Source: an optimization exercise on an open RTL-to-GDS flow (aim: small area, a short achievable clock period and few clock cycles per item). Production flows keep margins and buffers that such runs may drop.
Function was checked by simulation only, so behaviour that the tests miss may differ from the original.
No activity file was given, so power comes from the tool's default toggle rates.

## design/flow/run.sh

```bash
#!/bin/bash
# synth_recipe.tcl (not shown) runs the flow's synth.tcl, then flattens the netlist and writes it again
# the make line also repeats each setting of config.mk as NAME=value (left out here)
make -C /OpenROAD-flow-scripts/flow DESIGN_CONFIG=/design/flow/config.mk WORK_HOME=/design/flow/orfs CLKGATE_MAP_FILE= SYNTH_SCRIPT=/design/flow/synth_recipe.tcl finish
```

## design/flow/config.mk

```make
export PLATFORM = sky130hd
export DESIGN_NAME = rx_data_handler
export DESIGN_NICKNAME = rx_data_handler
export VERILOG_FILES = /design/flow/design.v
export SDC_FILE = /design/flow/constraint.sdc
export NUM_CORES = 4
export LEC_CHECK = 0
export CAP_MARGIN = 20
export CORE_MARGIN = 2
export CORE_UTILIZATION = 40
export PLACE_DENSITY = 0.6
export SLEW_MARGIN = 20
```

## design/flow/constraint.sdc

```tcl
create_clock -name core_clock -period 8.0 [get_ports {clk_i}]
set_input_delay 1.6000 -clock core_clock [delete_from_list [all_inputs] [get_ports {clk_i}]]
set_output_delay 1.6000 -clock core_clock [all_outputs]
set_load 0.01 [all_outputs]
```

## design/flow/design.v

```verilog
`default_nettype none
package rx_phy_pkg;
  localparam logic [7:0] sym_stp = 8'hFB;
  localparam logic [7:0] sym_sdp = 8'h5C;
  localparam logic [7:0] sym_end = 8'hFD;
  localparam logic [7:0] sym_edb = 8'hFE;
endpackage
`default_nettype wire
`timescale 1ns/1ns
`default_nettype none
module rx_symbol_decode (
  input  logic [31:0] data_i,
  input  logic [3:0]  data_k_i,
  output logic [35:0] word_o
);
  always_comb begin
    for (int i = 0; i < 4; i++) begin
      logic [7:0] v;
      logic       s, t, g, f;
      v = data_i[8*i +: 8];
      t = (v == rx_phy_pkg::sym_stp);
      s = t || (v == rx_phy_pkg::sym_sdp);
      g = (v == rx_phy_pkg::sym_end);
      f = s || g || (v == rx_phy_pkg::sym_edb);
      word_o[9*i +: 9] = data_k_i[i] ? {1'b1, v[7:4], t, g, f, s} : {1'b0, v};
    end
  end
endmodule
`default_nettype wire
`timescale 1ns/1ns
`default_nettype none
module rx_data_handler (
  input  logic                  clk_i,
  input  logic                  rst_i,
  input  logic                  phy_link_up_i,
  input  logic                  phy_fifo_empty_i,
  output logic                  phy_fifo_rd_en_o,
  input  logic                  data_valid_i,
  input  logic [31:0]           data_i,
  input  logic [3:0]            data_k_i,
  output logic [31:0]           m_axis_tdata_o,
  output logic [3:0]            m_axis_tkeep_o,
  output logic                  m_axis_tvalid_o,
  output logic                  m_axis_tlast_o,
  output logic [1:0]            m_axis_tuser_o,
  input  logic                  m_axis_tready_i
);
  logic [35:0] word_in;
  rx_symbol_decode i_decode (
    .data_i   (data_i),
    .data_k_i (data_k_i),
    .word_o   (word_in)
  );
  logic [35:0] w0_q, w1_q;
  logic        w0v_q, w1v_q;
  logic        rd_q;
  logic [3:0]  m_q;
  logic        drop_q;
  logic        open_q;
  logic        tlp_q;
  logic [2:0]  h_q;
  logic [3:0][7:0] acc_q;
  logic [31:0] od_q;
  logic [3:1]  ok_q;
  logic        ol_q;
  logic [1:0]  ou_q;
  logic        ov_q;
  logic            open_n, tlp_n;
  logic [2:0]      h_n;
  logic [3:0][7:0] e_b, n_b;
  logic            seg;
  logic [1:0]      nemit;
  logic            stop;
  logic            cut;
  logic [3:0]      rem_m;
  logic [2:0]      e_cnt;
  logic            e_last, e_nul, e_tlp;
  logic            quirk;
  always_comb begin
    logic       k, act, is_d, is_f, is_s, em_a, em_b;
    logic [7:0] v;
    open_n = open_q;
    tlp_n  = tlp_q;
    h_n    = h_q;
    e_b    = acc_q;
    n_b    = acc_q;
    seg    = 1'b0;
    nemit  = 2'd0;
    stop   = 1'b0;
    cut    = 1'b0;
    rem_m  = 4'b1111;
    e_cnt  = 3'd4;
    e_last = 1'b0;
    e_nul  = 1'b0;
    e_tlp  = tlp_q;
    for (int i = 0; i < 4; i++) begin
      k    = w0_q[9*i+8];
      v    = w0_q[9*i +: 8];
      act  = m_q[i] && !stop;
      is_d = act && !k;
      is_f = act && k && v[1];
      is_s = act && k && v[0];
      em_a = is_d && open_n && (h_n == 3'd4);
      em_b = is_f && open_n && (h_n != 3'd0);
      if ((em_a || em_b) && nemit != 2'd0 && !drop_q) begin
        stop  = 1'b1;
        cut   = 1'b1;
        rem_m = m_q & (4'b1111 << i);
      end else begin
        if (em_a) begin
          nemit  = nemit + 2'd1;
          e_cnt  = 3'd4;
          e_last = 1'b0;
          e_nul  = 1'b0;
          e_tlp  = tlp_n;
          seg    = 1'b1;
          h_n    = 3'd0;
        end
        if (is_d && open_n) begin
          if (seg) n_b[h_n[1:0]] = v;
          else     e_b[h_n[1:0]] = v;
          h_n = h_n + 3'd1;
        end
        if (em_b) begin
          if (nemit == 2'd0) begin
            e_cnt  = h_n;
            e_last = 1'b1;
            e_nul  = !v[2];
            e_tlp  = tlp_n;
            seg    = 1'b1;
          end
          nemit = nemit + 2'd1;
        end
        if (is_f) begin
          open_n = 1'b0;
          h_n    = 3'd0;
        end
        if (is_s) begin
          open_n = 1'b1;
          tlp_n  = v[3];
          h_n    = 3'd0;
        end
      end
    end
  end
  assign quirk = (m_q == 4'b1111) && open_q && (h_q == 3'd4) &&
                 !w0_q[8] && w0_q[17] && w0_q[9] && !w0_q[26] && w0_q[35] && w0_q[28];
  logic emit, fire, cons, pop, free0;
  logic [1:0] tot;
  assign emit  = (nemit != 2'd0);
  assign pop   = ov_q && m_axis_tready_i;
  assign fire  = w0v_q && (!emit || !ov_q || m_axis_tready_i);
  assign cons  = fire && !cut;
  assign free0 = !w0v_q || cons;
  assign tot = {1'b0, w0v_q} + {1'b0, w1v_q} + {1'b0, rd_q};
  assign phy_fifo_rd_en_o = !rst_i && phy_link_up_i && !phy_fifo_empty_i &&
                            (tot[1] == 1'b0 || (tot == 2'd2 && cons));
  always_ff @(posedge clk_i) begin
    if (rst_i) begin
      w0v_q  <= 1'b0;
      w1v_q  <= 1'b0;
      rd_q   <= 1'b0;
      m_q    <= 4'b1111;
      drop_q <= 1'b0;
      open_q <= 1'b0;
      h_q    <= 3'd0;
      ov_q   <= 1'b0;
    end else begin
      rd_q <= phy_fifo_rd_en_o;
      if (free0) begin
        w0v_q <= w1v_q || data_valid_i;
        w1v_q <= w1v_q && data_valid_i;
      end else if (data_valid_i) begin
        w1v_q <= 1'b1;
      end
      if (fire) begin
        open_q <= open_n;
        h_q    <= h_n;
        m_q    <= cut ? rem_m : 4'b1111;
        drop_q <= cut && quirk;
      end
      ov_q <= (fire && emit) || (ov_q && !m_axis_tready_i);
    end
  end
  always_ff @(posedge clk_i) begin
    if (free0) begin
      w0_q <= w1v_q ? w1_q : word_in;
    end
    if (data_valid_i && (w1v_q || !free0)) begin
      w1_q <= word_in;
    end
    if (fire) begin
      tlp_q <= tlp_n;
      acc_q <= emit ? n_b : e_b;
    end
    if (fire && emit) begin
      od_q <= e_b;
      ok_q <= {e_cnt == 3'd4, e_cnt[2] || e_cnt[1:0] == 2'd3, e_cnt[2] || e_cnt[1]};
      ol_q <= e_last;
      ou_q <= {e_nul && e_last, e_tlp};
    end
  end
  assign m_axis_tvalid_o = ov_q;
  assign m_axis_tdata_o  = od_q;
  assign m_axis_tkeep_o  = {ok_q, 1'b1};
  assign m_axis_tlast_o  = ol_q;
  assign m_axis_tuser_o  = ou_q;
endmodule
`default_nettype wire
```

==> flow_metrics.py <==
metrics = {
    "critical_path": {
        "r2r.worst_path.cells": 25,
        "r2r_setup_slack_ns": 1.25,
        "path_delay_family": "simple AND/OR/NAND/NOR gates",
        "crit_fanout": 10,
        "r2r_start": "w0_q[8]",
        "path_buf_inv": 3,
        "critPathArrivalTime_ns": 6.09,
        "slowest_delay_ns": 0.48,
        "start_kind": "flip-flop",
        "critPathRequiredTime_ns": 6.40,
        "critPathMostFrequentCell": "ha_1",
        "worstPathCellList": "and3b_2 > buf_4 > mux2_4 > nand2b_4 > clkinvlp_4 > ha_1 > nor4_1 > o31a_1 > nor3_4 > nor2_4 > xor2_1 > ha_1 > a211oi_1 > o21ba_2 > or2_2 > ha_1 > a21oi_1 > ha_1 > nor4_1 > o21ai_1 > nand4_2 > a41oi_1 > nor4b_1 > dlygate4sd2_1",
        "worstSetupStartpoint": "w0_q[8]",
        "rr_endpoint": "acc_q[10]",
        "endpoint_kind": "output port",
        "critPathSlowestCell": "edfxtp_1",
        "worstSetupPathType": "flip-flop to output port",
    },
    "route": {
        "wl_met2_mm": 16.6,
        "vias_per_cell": 6.36,
        "routed.top_layer": "met5",
        "dr.pass1.iters": 5,
        "wire_per_inst_um": 24.1,
        "drt_drc_violations_left": 0,
        "ant_nets": 0,
        "drt_iter0_drc": 1129,
        "routed_wirelength_mm": 37.7,
        "dr_wl_met3_mm": 3.13,
        "via_count": 9965,
        "drt-met1-wl_mm": 16.3,
    },
    "sta": {
        "slew_headroom_pct": 32.4,
        "tightest_slew_ns": 1.01,
        "setup_viol": 0,
        "max_freq_ghz": 0.130,
        "clock_skew_ns": 0.0165,
        "timing.final.ws_setup_ns": 0.311,
        "post-route-period-util_pct": 96.1,
        "worst_hold_slack_ns": 0.518,
        "final_max_slew_viol_count": 0,
        "finalHoldViolCount": 0,
        "fin_crit_ns": 7.69,
    },
    "global_route": {
        "grt_pass1_vias": 9293,
        "grt_usage_pct": 26.2,
        "antenna_found_initial": 1,
        "gr-total-overflow": 0,
        "grt_max_degree": 39,
        "grt_pass1_wl_mm": 56.8,
    },
    "power_and_ir_drop": {
        "comb_power_share_pct": 15.3,
        "p_per_area_mw_per_mm2": 168,
        "ir_drop_mv": 0.120,
        "seq_power_share_pct": 44.5,
        "pwr-share-clk_pct": 40.2,
        "internal-power_mw": 1.50,
        "swShare_pct": 31.5,
        "p_sw_mw": 0.692,
        "p_leak_nw": 4.86,
    },
    "clocking": {
        "cts.path.max_buffers": 2,
        "numCtsBuffers": 17,
        "htreeDepth": 4,
        "root_buffer": "clkbuf_16",
        "cts.sinks": 156,
        "ctsHoldBuffers": 0,
        "clk_pin_slew_worst_paths_ns": 0.08,
        "cts_tree": "yes",
        "insertion_delay_ns": 0.45,
    },
    "cells_and_area": {
        "area_growth_pct": 18.7,
        "nNetsFinal": 1288,
        "antenna_cells": 0,
        "regArea_mm2": 0.00455,
        "multi_input_area_mm2": 0.00613,
        "stdcell_count": 1567,
        "stdcell_area_mm2": 0.0131,
        "drive_gt1_share_pct": 14.6,
        "fillers": 2567,
    },
    "logic_synthesis": {
        "yosys.area.top_type_share_pct": 39.0,
        "yosysMostFrequentCell": "edfxtp_1",
        "ys_warn_count": 2,
        "synth_area_mm2": 0.0110,
        "yosys-top-cells-count": "edfxtp_1, nand2_1, a22o_1",
        "async_flop_share_pct": 0,
        "synth_edf_count": 143,
        "yosys_register_bits": 156,
        "syn_avg_cell_area_um2": 9.73,
        "synth_nets": 1207,
        "synth_cells": 1132,
        "ys.flop_type": "edfxtp_1",
        "ys_seq_area_share_pct": 41.4,
        "synth_top_area_cell": "edfxtp_1",
        "synth.area.top_cells": "edfxtp_1, a22o_1, nand2_1",
        "yosysUniqueCellTypes": 94,
    },
    "run_status": {
        "outcome": "no timing/DRC/antenna violations",
    },
    "floorplan": {
        "ioPinCount": 83,
        "start_util_pct": 40.7,
        "fp.dieW_um": 170,
        "core-area_mm2": 0.0270,
        "fp.dieArea_mm2": 0.0289,
        "num_rows": 60,
        "die_h_um": 170,
    },
    "placed_design": {
        "port_buffers": 81,
        "dp_slack_ns": 0.0995,
        "dpl-instance-area_mm2": 0.0123,
        "dp_hpwl_mm": 27.8,
        "routabilityCongestion": 0.962,
        "place_inst": 1524,
    },
    "worst_hold_path": {
        "min_from": "m_q[2]",
        "min_to": "m_q[2]",
        "hold_depth": 2,
        "hold_class": "flip-flop to flip-flop",
    },
    "run": {
        "cap_viol_max_count": 0,
    },
}
-- worst max path at each step --
stage,endpoint,slack (ns),cells after the start
6_report,phy_fifo_rd_en_o,0.31,24
3_3_place_gp,phy_fifo_rd_en_o,0.23,23
3_5_place_dp,phy_fifo_rd_en_o,0.1,23
4_1_cts,phy_fifo_rd_en_o,0.24,23
2_1_floorplan,phy_fifo_rd_en_o,0.54,25
5_1_grt,phy_fifo_rd_en_o,-0.02,23
-- worst min-delay path: stages, from the launching register on --
cell and delay [ns]:
dfxtp_1 0.35, nand2_1 0.08, nand2_1 0.05
-- metal layers --
metal  vias up  track usage (%)
met3        93             4.79
met2       499             40.3
met1      4781             36.1
li1       4590                -
met4         2             11.6
met5         -                0
-- metrics by stage --
| stage | utilization [%] | TNS (ns) | power, mW |
|---|---|---|---|
| 2_1_floorplan | - | 0 | 1.18 |
| 3_3_place_gp | 45.3 | 0 | 1.32 |
| 3_5_place_dp | 45.3 | 0 | 1.32 |
| 4_1_cts | 47.8 | 0 | 2.20 |
| 5_1_grt | 48.4 | -0.0224 | 2.27 |
| 6_report | 48.4 | 0 | 2.20 |
-- area by class of cell --
| class | instances | share of cell area [%] |
|---|---|---|
| timing repair buffer | 131 | 9.22 |
| clock inverter | 15 | 1.60 |
| inverter | 33 | 0.976 |
| clock buffer | 17 | 3.25 |
| sequential | 156 | 34.8 |
| multi-input combinational | 874 | 46.9 |
| tap | 341 | 3.26 |
-- sequential cells by signal (all words and copies together) (netlist names), 2 cells and up --
| signal | cells |
|---|---|
| w0_q | 36 |
| ok_q | 3 |
| w1_q | 36 |
| od_q | 32 |
| acc_q | 32 |
| ou_q | 2 |
| h_q | 3 |
| m_q | 4 |
-- cells by family after synthesis --
logic type | after synthesis | synth area share [%]
AOI/OAI and AO/OA | 380 | 25.9
xor gates and xnor gates | 9 | 0.716
adders and majority gates | 33 | 3.82
buffers and inverters | 102 | 4.00
DFF | 156 | 41.4
muxes | 51 | 5.17
other | 1 | 0.0341
and+or+nand+nor | 400 | 19.0
-- placed cells by master (no fill, tap or decap), drive strengths merged, types with 19 or more instances in the layout --
| master | netlist | layout |
|---|---|---|
| a21oi | 48 | 48 |
| a22o | 77 | 77 |
| a22oi | 57 | 57 |
| a31oi | 19 | 19 |
| buf | 35 | 50 |
| clkdlybuf4s50 | 0 | 80 |
| edfxtp | 143 | 143 |
| ha | 32 | 32 |
| inv | 32 | 39 |
| mux2 | 44 | 44 |
| nand2 | 131 | 131 |
| nand3 | 41 | 41 |
| nor2 | 68 | 68 |
| nor3 | 30 | 30 |
| o21ai | 60 | 60 |
-- power by group through the flow --
stage / logic, mW / registers [mW] / clock network [mW]
finish: 0.336 / 0.978 / 0.883
global placement: 0.324 / 0.993 / 0
floorplan: 0.227 / 0.954 / 0
detailed placement: 0.325 / 0.992 / 0
global route: 0.365 / 0.978 / 0.927
CTS: 0.328 / 0.974 / 0.898
-- repair_timing --
action                                  CTS  global route
resized for setup                        11             9
pin swaps                                 1             5
gates cloned                              0             0
buffers inserted                          1             9
endpoints found under the setup margin    1             1
Testbench counts, summed over its fixed seeds: cycles 34,654, items 32,299.

==> afterwards: timing with drivers on the ports <==
Ports are ideal in the flow. The routed layout listed here was re-timed in OpenROAD.
Step 1: set_driving_cell puts a clkbuf_16 on clk_i and a buf_2 on each other input, an assumption about the parent block.
Step 2, shift: input delay + t, output delay - t, t = (earliest + latest rising clock arrival at the registers) / 2. This alone moves slack from input paths to output paths.
a / b / c = no drivers / after step 1 / after step 2; a / b = the first two.
t, ns: 0.488
setup slack, ns: 0.311 / 0.263 / 0.751
slew at the worst register clock pin (ns): 0.09 / 0.09
After both steps setup and hold are still met in this run. For this run, drivers alone change the setup slack by -0.048 ns; drivers and shift together by +0.440 ns.
